This design comes from an exercise in tuning for small area, a short achievable clock period and few clock cycles per item on the open sky130 flow, not from production work. Where RTL was checked, it was by simulation tests only, not by an equivalence proof against the original.

==> inputs of pepper <==
==> flow/design.v (excerpt) <==
module complex_div #(
  parameter int data_in_w  = 8,
  parameter int data_out_w = 16,
  parameter int frac_w     = 8
) (
  input  logic                         clk,
  input  logic                         reset_n,
  input  logic signed [data_in_w-1:0]  a_real,
  input  logic signed [data_in_w-1:0]  a_imag,
  input  logic signed [data_in_w-1:0]  b_real,
  input  logic signed [data_in_w-1:0]  b_imag,
  input  logic                         in_valid,
  output logic                         in_ready,
  output logic signed [data_out_w-1:0] out_real,
  output logic signed [data_out_w-1:0] out_imag,
  output logic                         out_valid,
  input  logic                         out_ready,
  output logic                         div_zero,
  output logic                         sat
);
make LEC_CHECK=0 CAP_MARGIN=20 CORE_MARGIN=2 CORE_UTILIZATION=40 SETUP_SLACK_MARGIN=2.8 SLEW_MARGIN=20 finish   # period 7.0 ns
run.sh (not shown) runs the stock make flow with config.mk's settings and CLKGATE_MAP_FILE= SYNTH_SCRIPT=/design/flow/synth_recipe.tcl, a recipe that flattens the netlist after the stock synthesis.
==> delta: changes against pepper <==
--- a/flow/design.v
+++ b/flow/design.v
@@ -626,15 +626,15 @@
   output logic                         out_valid,
   input  logic                         out_ready,
   output logic                         div_zero,
   output logic                         sat
 );
   localparam int NS = 16;    
   localparam int DW = 16;    
-  localparam int SPS = 2;    
+  localparam int SPS = 1;    
   localparam int NT = NS / SPS;  
   logic          adv;                
   logic [NT+3:0] vld;                
   logic          kv;                 
   logic          push, pop, o_free;
   assign in_ready = adv;
   logic [7:0] ar0, ai0, br0, bi0;
- SETUP_SLACK_MARGIN: 2.8 -> 3.8
==> xenon: changes against pepper <==
--- a/flow/design.v
+++ b/flow/design.v
@@ -626,18 +626,18 @@
   output logic                         out_valid,
   input  logic                         out_ready,
   output logic                         div_zero,
   output logic                         sat
 );
   localparam int NS = 16;    
   localparam int DW = 16;    
-  localparam int SPS = 2;    
+  localparam int SPS = 1;    
   localparam int NT = NS / SPS;  
   logic          adv;                
-  logic [NT+3:0] vld;                
+  logic [NT+4:0] vld;                
   logic          kv;                 
   logic          push, pop, o_free;
   assign in_ready = adv;
   logic [7:0] ar0, ai0, br0, bi0;
   logic [3:0] br_one, br_two, br_neg, bi_one, bi_two, bi_neg;
   function automatic logic [11:0] booth(input logic [7:0] b);
     logic [3:0] o, t, n;
@@ -652,15 +652,14 @@
     end
     booth = {o, t, n};
   endfunction
   logic [16:0] nr_x, nr_y, nr_z, ni_x, ni_y, ni_z;
   logic [15:0] d_x, d_y, d_z;
   logic [16:0] nr_x1, nr_y1, nr_z1, ni_x1, ni_y1, ni_z1;
   logic [15:0] d_x1, d_y1, d_z1;
-  logic        dz1;
   cd_front u_front (
     .ar(ar0), .ai(ai0), .br(br0), .bi(bi0),
     .br_one(br_one), .br_two(br_two), .br_neg(br_neg),
     .bi_one(bi_one), .bi_two(bi_two), .bi_neg(bi_neg),
     .nr_x(nr_x), .nr_y(nr_y), .nr_z(nr_z),
     .ni_x(ni_x), .ni_y(ni_y), .ni_z(ni_z),
     .d_x(d_x), .d_y(d_y), .d_z(d_z)
@@ -678,52 +677,48 @@
       nr_z1 <= nr_z;
       ni_x1 <= ni_x;
       ni_y1 <= ni_y;
       ni_z1 <= ni_z;
       d_x1  <= d_x;
       d_y1  <= d_y;
       d_z1  <= d_z;
-      dz1   <= (br0 == 8'd0) && (bi0 == 8'd0);
     end
   end
   logic [NS:0][14:0] rem_r, rem_i;    
   logic [NS:0][15:0] dq_r, dq_i;      
   logic [NS:0][15:0] den;
-  logic [NS:0]       ng_r, ng_i, dz;
-  function automatic logic [16:0] mag3(input logic [16:0] x, input logic [16:0] y, input logic [16:0] z);
-    logic [16:0] p, n;
-    p    = x + y + z;
-    n    = ~x + ~y + ~z + 17'd3;
-    mag3 = {p[16], p[16] ? n[15:0] : p[15:0]};
-  endfunction
-  logic [15:0] nm_r_c, nm_i_c, d_c;
-  logic        ng_r_c, ng_i_c;
-  assign {ng_r_c, nm_r_c} = mag3(nr_x1, nr_y1, nr_z1);
-  assign {ng_i_c, nm_i_c} = mag3(ni_x1, ni_y1, ni_z1);
-  assign d_c = d_x1 + d_y1 + d_z1;
-  logic [15:0] nm_r2, nm_i2, d2;
-  logic        ng_r2, ng_i2, dz2;
+  logic [NS:0]       ng_r, ng_i, dz;   
+  logic [16:0] nr2, ni2;
+  logic [15:0] d2;
+  always_ff @(posedge clk) begin
+    if (adv) begin
+      nr2 <= nr_x1 + nr_y1 + nr_z1;
+      ni2 <= ni_x1 + ni_y1 + ni_z1;
+      d2  <= d_x1 + d_y1 + d_z1;
+    end
+  end
+  logic [15:0] nm_r3, nm_i3, d3;
+  logic        ng_r3, ng_i3;
   always_ff @(posedge clk) begin
     if (adv) begin
-      nm_r2 <= nm_r_c;
-      nm_i2 <= nm_i_c;
-      d2    <= d_c;
-      ng_r2 <= ng_r_c;
-      ng_i2 <= ng_i_c;
-      dz2   <= dz1;
-    end
-  end
-  assign rem_r[0] = 15'(nm_r2[15:8]);
-  assign rem_i[0] = 15'(nm_i2[15:8]);
-  assign dq_r[0]  = {nm_r2[7:0], 8'b0};
-  assign dq_i[0]  = {nm_i2[7:0], 8'b0};
-  assign den[0]   = d2;
-  assign ng_r[0]  = ng_r2;
-  assign ng_i[0]  = ng_i2;
-  assign dz[0]    = dz2;
+      nm_r3 <= nr2[16] ? 16'(-nr2) : nr2[15:0];
+      nm_i3 <= ni2[16] ? 16'(-ni2) : ni2[15:0];
+      ng_r3 <= nr2[16];
+      ng_i3 <= ni2[16];
+      d3    <= d2;
+    end
+  end
+  assign rem_r[0] = 15'(nm_r3[15:8]);
+  assign rem_i[0] = 15'(nm_i3[15:8]);
+  assign dq_r[0]  = {nm_r3[7:0], 8'b0};
+  assign dq_i[0]  = {nm_i3[7:0], 8'b0};
+  assign den[0]   = d3;
+  assign ng_r[0]  = ng_r3;
+  assign ng_i[0]  = ng_i3;
+  assign dz[0]    = 1'b0;
   for (genvar j = 1; j <= NS; j++) begin : g_step
     localparam int WI = (8 + j - 1 < 15) ? 8 + j - 1 : 15;    
     localparam int WO = (8 + j < 15) ? 8 + j : 15;            
     localparam int XQ = (j < 8) ? 8 : j;                       
     localparam bit REG = (j % SPS == 0) || (j == NS);
     logic [WO-1:0] nrem_r, nrem_i;
     logic          tk_r, tk_i;
@@ -734,20 +729,19 @@
     serial_udiv #(.rem_w(WI), .out_w(WO), .d_w(DW)) u_i (
       .rem(rem_i[j-1][WI-1:0]), .xbit(dq_i[j-1][15]), .divisor(den[j-1]),
       .rem_o(nrem_i), .take(tk_i));
     assign ndq_r = {dq_r[j-1][14:0], tk_r};
     assign ndq_i = {dq_i[j-1][14:0], tk_i};
     if (REG) begin : g_reg
       logic [XQ-1:0] xq_r, xq_i;
-      logic          g_r, g_i, z;
+      logic          g_r, g_i;
       always_ff @(posedge clk) begin
         if (adv) begin
           g_r <= ng_r[j-1];
           g_i <= ng_i[j-1];
-          z   <= dz[j-1];
         end
       end
       if (j < 8) begin : g_x
         always_ff @(posedge clk) begin
           if (adv) begin
             xq_r <= {ndq_r[15:8+j], ndq_r[j-1:0]};
             xq_i <= {ndq_i[15:8+j], ndq_i[j-1:0]};
@@ -774,31 +768,36 @@
             ri <= nrem_i;
             dd <= den[j-1];
           end
         end
         assign rem_r[j] = 15'(rr);
         assign rem_i[j] = 15'(ri);
         assign den[j]   = dd;
+        assign dz[j]    = 1'b0;
       end else begin : g_last
+        logic z;
+        always_ff @(posedge clk) begin
+          if (adv) z <= (den[j-1] == 16'd0);
+        end
         assign rem_r[j] = '0;
         assign rem_i[j] = '0;
         assign den[j]   = '0;
+        assign dz[j]    = z;
       end
       assign ng_r[j] = g_r;
       assign ng_i[j] = g_i;
-      assign dz[j]   = z;
     end else begin : g_comb
       assign rem_r[j] = 15'(nrem_r);
       assign rem_i[j] = 15'(nrem_i);
       assign dq_r[j]  = ndq_r;
       assign dq_i[j]  = ndq_i;
       assign den[j]   = den[j-1];
       assign ng_r[j]  = ng_r[j-1];
       assign ng_i[j]  = ng_i[j-1];
-      assign dz[j]    = dz[j-1];
+      assign dz[j]    = 1'b0;
     end
   end
   function automatic logic [16:0] clamp(input logic neg, input logic zero, input logic [15:0] q);
     logic [15:0] v;
     logic        s;
     if (zero) begin
       v = 16'd0;
@@ -814,15 +813,15 @@
   endfunction
   logic [15:0] res_r, res_i;
   logic        st_r, st_i;
   assign {st_r, res_r} = clamp(ng_r[NS], dz[NS], dq_r[NS]);
   assign {st_i, res_i} = clamp(ng_i[NS], dz[NS], dq_i[NS]);
   logic [15:0] k_real, k_imag;
   logic        k_dz, k_sat;
-  assign push   = adv && vld[NT+2];
+  assign push   = adv && vld[NT+3];
   assign pop    = out_valid && out_ready;
   assign o_free = !out_valid || out_ready;
   always_ff @(posedge clk) begin
     if (adv) begin
       k_real <= res_r;
       k_imag <= res_i;
       k_dz   <= dz[NS];
@@ -843,14 +842,14 @@
   always_ff @(posedge clk or negedge reset_n) begin
     if (!reset_n) begin
       adv       <= 1'b0;
       vld       <= '0;
       kv        <= 1'b0;
       out_valid <= 1'b0;
     end else begin
-      if (adv) vld <= {vld[NT+2:0], in_valid};
+      if (adv) vld <= {vld[NT+3:0], in_valid};
       kv        <= kv_n;
       out_valid <= o_free ? (kv || push) : 1'b1;
       adv       <= !kv_n;
     end
   end
 endmodule
- CORE_UTILIZATION: 40 -> 60
- CTS_BUF_LIST: unset -> sky130_fd_sc_hd__clkbuf_8
- CTS_CLUSTER_SIZE: unset -> 24
- SETUP_SLACK_MARGIN: 2.8 -> 4.0
==> willow: changes against pepper <==
--- a/flow/design.v
+++ b/flow/design.v
@@ -626,18 +626,18 @@
   output logic                         out_valid,
   input  logic                         out_ready,
   output logic                         div_zero,
   output logic                         sat
 );
   localparam int NS = 16;    
   localparam int DW = 16;    
-  localparam int SPS = 2;    
+  localparam int SPS = 1;    
   localparam int NT = NS / SPS;  
   logic          adv;                
-  logic [NT+3:0] vld;                
+  logic [NT+4:0] vld;                
   logic          kv;                 
   logic          push, pop, o_free;
   assign in_ready = adv;
   logic [7:0] ar0, ai0, br0, bi0;
   logic [3:0] br_one, br_two, br_neg, bi_one, bi_two, bi_neg;
   function automatic logic [11:0] booth(input logic [7:0] b);
     logic [3:0] o, t, n;
@@ -652,15 +652,14 @@
     end
     booth = {o, t, n};
   endfunction
   logic [16:0] nr_x, nr_y, nr_z, ni_x, ni_y, ni_z;
   logic [15:0] d_x, d_y, d_z;
   logic [16:0] nr_x1, nr_y1, nr_z1, ni_x1, ni_y1, ni_z1;
   logic [15:0] d_x1, d_y1, d_z1;
-  logic        dz1;
   cd_front u_front (
     .ar(ar0), .ai(ai0), .br(br0), .bi(bi0),
     .br_one(br_one), .br_two(br_two), .br_neg(br_neg),
     .bi_one(bi_one), .bi_two(bi_two), .bi_neg(bi_neg),
     .nr_x(nr_x), .nr_y(nr_y), .nr_z(nr_z),
     .ni_x(ni_x), .ni_y(ni_y), .ni_z(ni_z),
     .d_x(d_x), .d_y(d_y), .d_z(d_z)
@@ -678,52 +677,48 @@
       nr_z1 <= nr_z;
       ni_x1 <= ni_x;
       ni_y1 <= ni_y;
       ni_z1 <= ni_z;
       d_x1  <= d_x;
       d_y1  <= d_y;
       d_z1  <= d_z;
-      dz1   <= (br0 == 8'd0) && (bi0 == 8'd0);
     end
   end
   logic [NS:0][14:0] rem_r, rem_i;    
   logic [NS:0][15:0] dq_r, dq_i;      
   logic [NS:0][15:0] den;
-  logic [NS:0]       ng_r, ng_i, dz;
-  function automatic logic [16:0] mag3(input logic [16:0] x, input logic [16:0] y, input logic [16:0] z);
-    logic [16:0] p, n;
-    p    = x + y + z;
-    n    = ~x + ~y + ~z + 17'd3;
-    mag3 = {p[16], p[16] ? n[15:0] : p[15:0]};
-  endfunction
-  logic [15:0] nm_r_c, nm_i_c, d_c;
-  logic        ng_r_c, ng_i_c;
-  assign {ng_r_c, nm_r_c} = mag3(nr_x1, nr_y1, nr_z1);
-  assign {ng_i_c, nm_i_c} = mag3(ni_x1, ni_y1, ni_z1);
-  assign d_c = d_x1 + d_y1 + d_z1;
-  logic [15:0] nm_r2, nm_i2, d2;
-  logic        ng_r2, ng_i2, dz2;
+  logic [NS:0]       ng_r, ng_i, dz;   
+  logic [16:0] nr2, ni2;
+  logic [15:0] d2;
+  always_ff @(posedge clk) begin
+    if (adv) begin
+      nr2 <= nr_x1 + nr_y1 + nr_z1;
+      ni2 <= ni_x1 + ni_y1 + ni_z1;
+      d2  <= d_x1 + d_y1 + d_z1;
+    end
+  end
+  logic [15:0] nm_r3, nm_i3, d3;
+  logic        ng_r3, ng_i3;
   always_ff @(posedge clk) begin
     if (adv) begin
-      nm_r2 <= nm_r_c;
-      nm_i2 <= nm_i_c;
-      d2    <= d_c;
-      ng_r2 <= ng_r_c;
-      ng_i2 <= ng_i_c;
-      dz2   <= dz1;
-    end
-  end
-  assign rem_r[0] = 15'(nm_r2[15:8]);
-  assign rem_i[0] = 15'(nm_i2[15:8]);
-  assign dq_r[0]  = {nm_r2[7:0], 8'b0};
-  assign dq_i[0]  = {nm_i2[7:0], 8'b0};
-  assign den[0]   = d2;
-  assign ng_r[0]  = ng_r2;
-  assign ng_i[0]  = ng_i2;
-  assign dz[0]    = dz2;
+      nm_r3 <= nr2[16] ? 16'(-nr2) : nr2[15:0];
+      nm_i3 <= ni2[16] ? 16'(-ni2) : ni2[15:0];
+      ng_r3 <= nr2[16];
+      ng_i3 <= ni2[16];
+      d3    <= d2;
+    end
+  end
+  assign rem_r[0] = 15'(nm_r3[15:8]);
+  assign rem_i[0] = 15'(nm_i3[15:8]);
+  assign dq_r[0]  = {nm_r3[7:0], 8'b0};
+  assign dq_i[0]  = {nm_i3[7:0], 8'b0};
+  assign den[0]   = d3;
+  assign ng_r[0]  = ng_r3;
+  assign ng_i[0]  = ng_i3;
+  assign dz[0]    = 1'b0;
   for (genvar j = 1; j <= NS; j++) begin : g_step
     localparam int WI = (8 + j - 1 < 15) ? 8 + j - 1 : 15;    
     localparam int WO = (8 + j < 15) ? 8 + j : 15;            
     localparam int XQ = (j < 8) ? 8 : j;                       
     localparam bit REG = (j % SPS == 0) || (j == NS);
     logic [WO-1:0] nrem_r, nrem_i;
     logic          tk_r, tk_i;
@@ -734,20 +729,19 @@
     serial_udiv #(.rem_w(WI), .out_w(WO), .d_w(DW)) u_i (
       .rem(rem_i[j-1][WI-1:0]), .xbit(dq_i[j-1][15]), .divisor(den[j-1]),
       .rem_o(nrem_i), .take(tk_i));
     assign ndq_r = {dq_r[j-1][14:0], tk_r};
     assign ndq_i = {dq_i[j-1][14:0], tk_i};
     if (REG) begin : g_reg
       logic [XQ-1:0] xq_r, xq_i;
-      logic          g_r, g_i, z;
+      logic          g_r, g_i;
       always_ff @(posedge clk) begin
         if (adv) begin
           g_r <= ng_r[j-1];
           g_i <= ng_i[j-1];
-          z   <= dz[j-1];
         end
       end
       if (j < 8) begin : g_x
         always_ff @(posedge clk) begin
           if (adv) begin
             xq_r <= {ndq_r[15:8+j], ndq_r[j-1:0]};
             xq_i <= {ndq_i[15:8+j], ndq_i[j-1:0]};
@@ -774,31 +768,36 @@
             ri <= nrem_i;
             dd <= den[j-1];
           end
         end
         assign rem_r[j] = 15'(rr);
         assign rem_i[j] = 15'(ri);
         assign den[j]   = dd;
+        assign dz[j]    = 1'b0;
       end else begin : g_last
+        logic z;
+        always_ff @(posedge clk) begin
+          if (adv) z <= (den[j-1] == 16'd0);
+        end
         assign rem_r[j] = '0;
         assign rem_i[j] = '0;
         assign den[j]   = '0;
+        assign dz[j]    = z;
       end
       assign ng_r[j] = g_r;
       assign ng_i[j] = g_i;
-      assign dz[j]   = z;
     end else begin : g_comb
       assign rem_r[j] = 15'(nrem_r);
       assign rem_i[j] = 15'(nrem_i);
       assign dq_r[j]  = ndq_r;
       assign dq_i[j]  = ndq_i;
       assign den[j]   = den[j-1];
       assign ng_r[j]  = ng_r[j-1];
       assign ng_i[j]  = ng_i[j-1];
-      assign dz[j]    = dz[j-1];
+      assign dz[j]    = 1'b0;
     end
   end
   function automatic logic [16:0] clamp(input logic neg, input logic zero, input logic [15:0] q);
     logic [15:0] v;
     logic        s;
     if (zero) begin
       v = 16'd0;
@@ -814,15 +813,15 @@
   endfunction
   logic [15:0] res_r, res_i;
   logic        st_r, st_i;
   assign {st_r, res_r} = clamp(ng_r[NS], dz[NS], dq_r[NS]);
   assign {st_i, res_i} = clamp(ng_i[NS], dz[NS], dq_i[NS]);
   logic [15:0] k_real, k_imag;
   logic        k_dz, k_sat;
-  assign push   = adv && vld[NT+2];
+  assign push   = adv && vld[NT+3];
   assign pop    = out_valid && out_ready;
   assign o_free = !out_valid || out_ready;
   always_ff @(posedge clk) begin
     if (adv) begin
       k_real <= res_r;
       k_imag <= res_i;
       k_dz   <= dz[NS];
@@ -843,14 +842,14 @@
   always_ff @(posedge clk or negedge reset_n) begin
     if (!reset_n) begin
       adv       <= 1'b0;
       vld       <= '0;
       kv        <= 1'b0;
       out_valid <= 1'b0;
     end else begin
-      if (adv) vld <= {vld[NT+2:0], in_valid};
+      if (adv) vld <= {vld[NT+3:0], in_valid};
       kv        <= kv_n;
       out_valid <= o_free ? (kv || push) : 1'b1;
       adv       <= !kv_n;
     end
   end
 endmodule
- ABC_AREA: unset -> 1
- CORE_UTILIZATION: 40 -> 65
- CTS_BUF_LIST: unset -> sky130_fd_sc_hd__clkbuf_8
- CTS_CLUSTER_SIZE: unset -> 24
- SETUP_SLACK_MARGIN: 2.8 -> 3.8
==> comparison table <==
FF+latch count: xenon 1389; delta 1355; willow 1389; pepper 819
Proportion of cell area occupied by multi-input gates: xenon 37.1%; delta 38.0%; willow 36.1%; pepper 47.7%
Buffer share of cell area: xenon 3.74%; delta 3.59%; willow 1.39%; pepper 7.65%
Nets: xenon 6841; delta 6891; willow 7484; pepper 6724
Hold Startpoint: xenon g_step[12].g_reg.xq_r[2]; delta g_step[12].g_reg.xq_i[3]; willow g_step[15].g_reg.xq_r[13]; pepper g_step[8].g_reg.xq_i[0]
Fraction of final layout cells sized beyond drive strength 1: xenon 14.3%; delta 13.6%; willow 10.4%; pepper 21.5%
Number of clock sinks seen by CTS: xenon 1389; delta 1355; willow 1389; pepper 819
Result of the run: xenon timing/DRC/antenna clean; delta timing/DRC/antenna clean; willow timing/DRC/antenna clean; pepper timing/DRC/antenna clean
Final-layout clock buffer total: xenon 233; delta 178; willow 225; pepper 109
Detailed-route via count: xenon 43700; delta 43100; willow 45600; pepper 40800
Number of gates resized after cts: xenon 263; delta 239; willow 41; pepper 488
Smallest setup slack after layout: xenon 3.91 ns; delta 3.54 ns; willow 3.86 ns; pepper 1.99 ns
Testbench counts of delta, summed over its fixed seeds: cycles 3,368, items 3,200.
Testbench counts of xenon, summed over its fixed seeds: cycles 3,376, items 3,200.
Testbench counts of willow, summed over its fixed seeds: cycles 3,376, items 3,200.
For pepper, only the layout was checked, not whether the RTL still works.

[re-timing with driven ports]
No port has a modelled driver above. Below, the same layouts with a new extraction and two added sets of constraints. Step 1: set_driving_cell puts a clkbuf_16 on clk and a buf_2 on each other input, an assumption about the parent block. Step 2 moves the port delays by t, midway between the first and last clock arrival at a register: inputs arrive t later, outputs are due t later. That takes back most of the time a late clock gives input paths. Slacks: ideal / step 1 / step 2; pairs: ideal / step 1.
run | t, ns | slack for setup (ns) | worst register clock-pin slew, ns | pins driven straight from the clock port
pepper | 0.778 | 1.994 / 1.994 / 1.994 | 0.07 / 0.07 | 1
delta | 0.859 | 3.542 / 3.542 / 3.542 | 0.06 / 0.06 | 1
xenon | 0.991 | 3.910 / 3.887 / 3.742 | 0.07 / 0.07 | 1
willow | 1.014 | 3.861 / 3.785 / 3.930 | 0.07 / 0.07 | 1
After both steps every run listed still meets setup and hold. The setup slack of xenon, which loses most, moves by -0.023 ns with the drivers and by -0.168 ns with both steps.
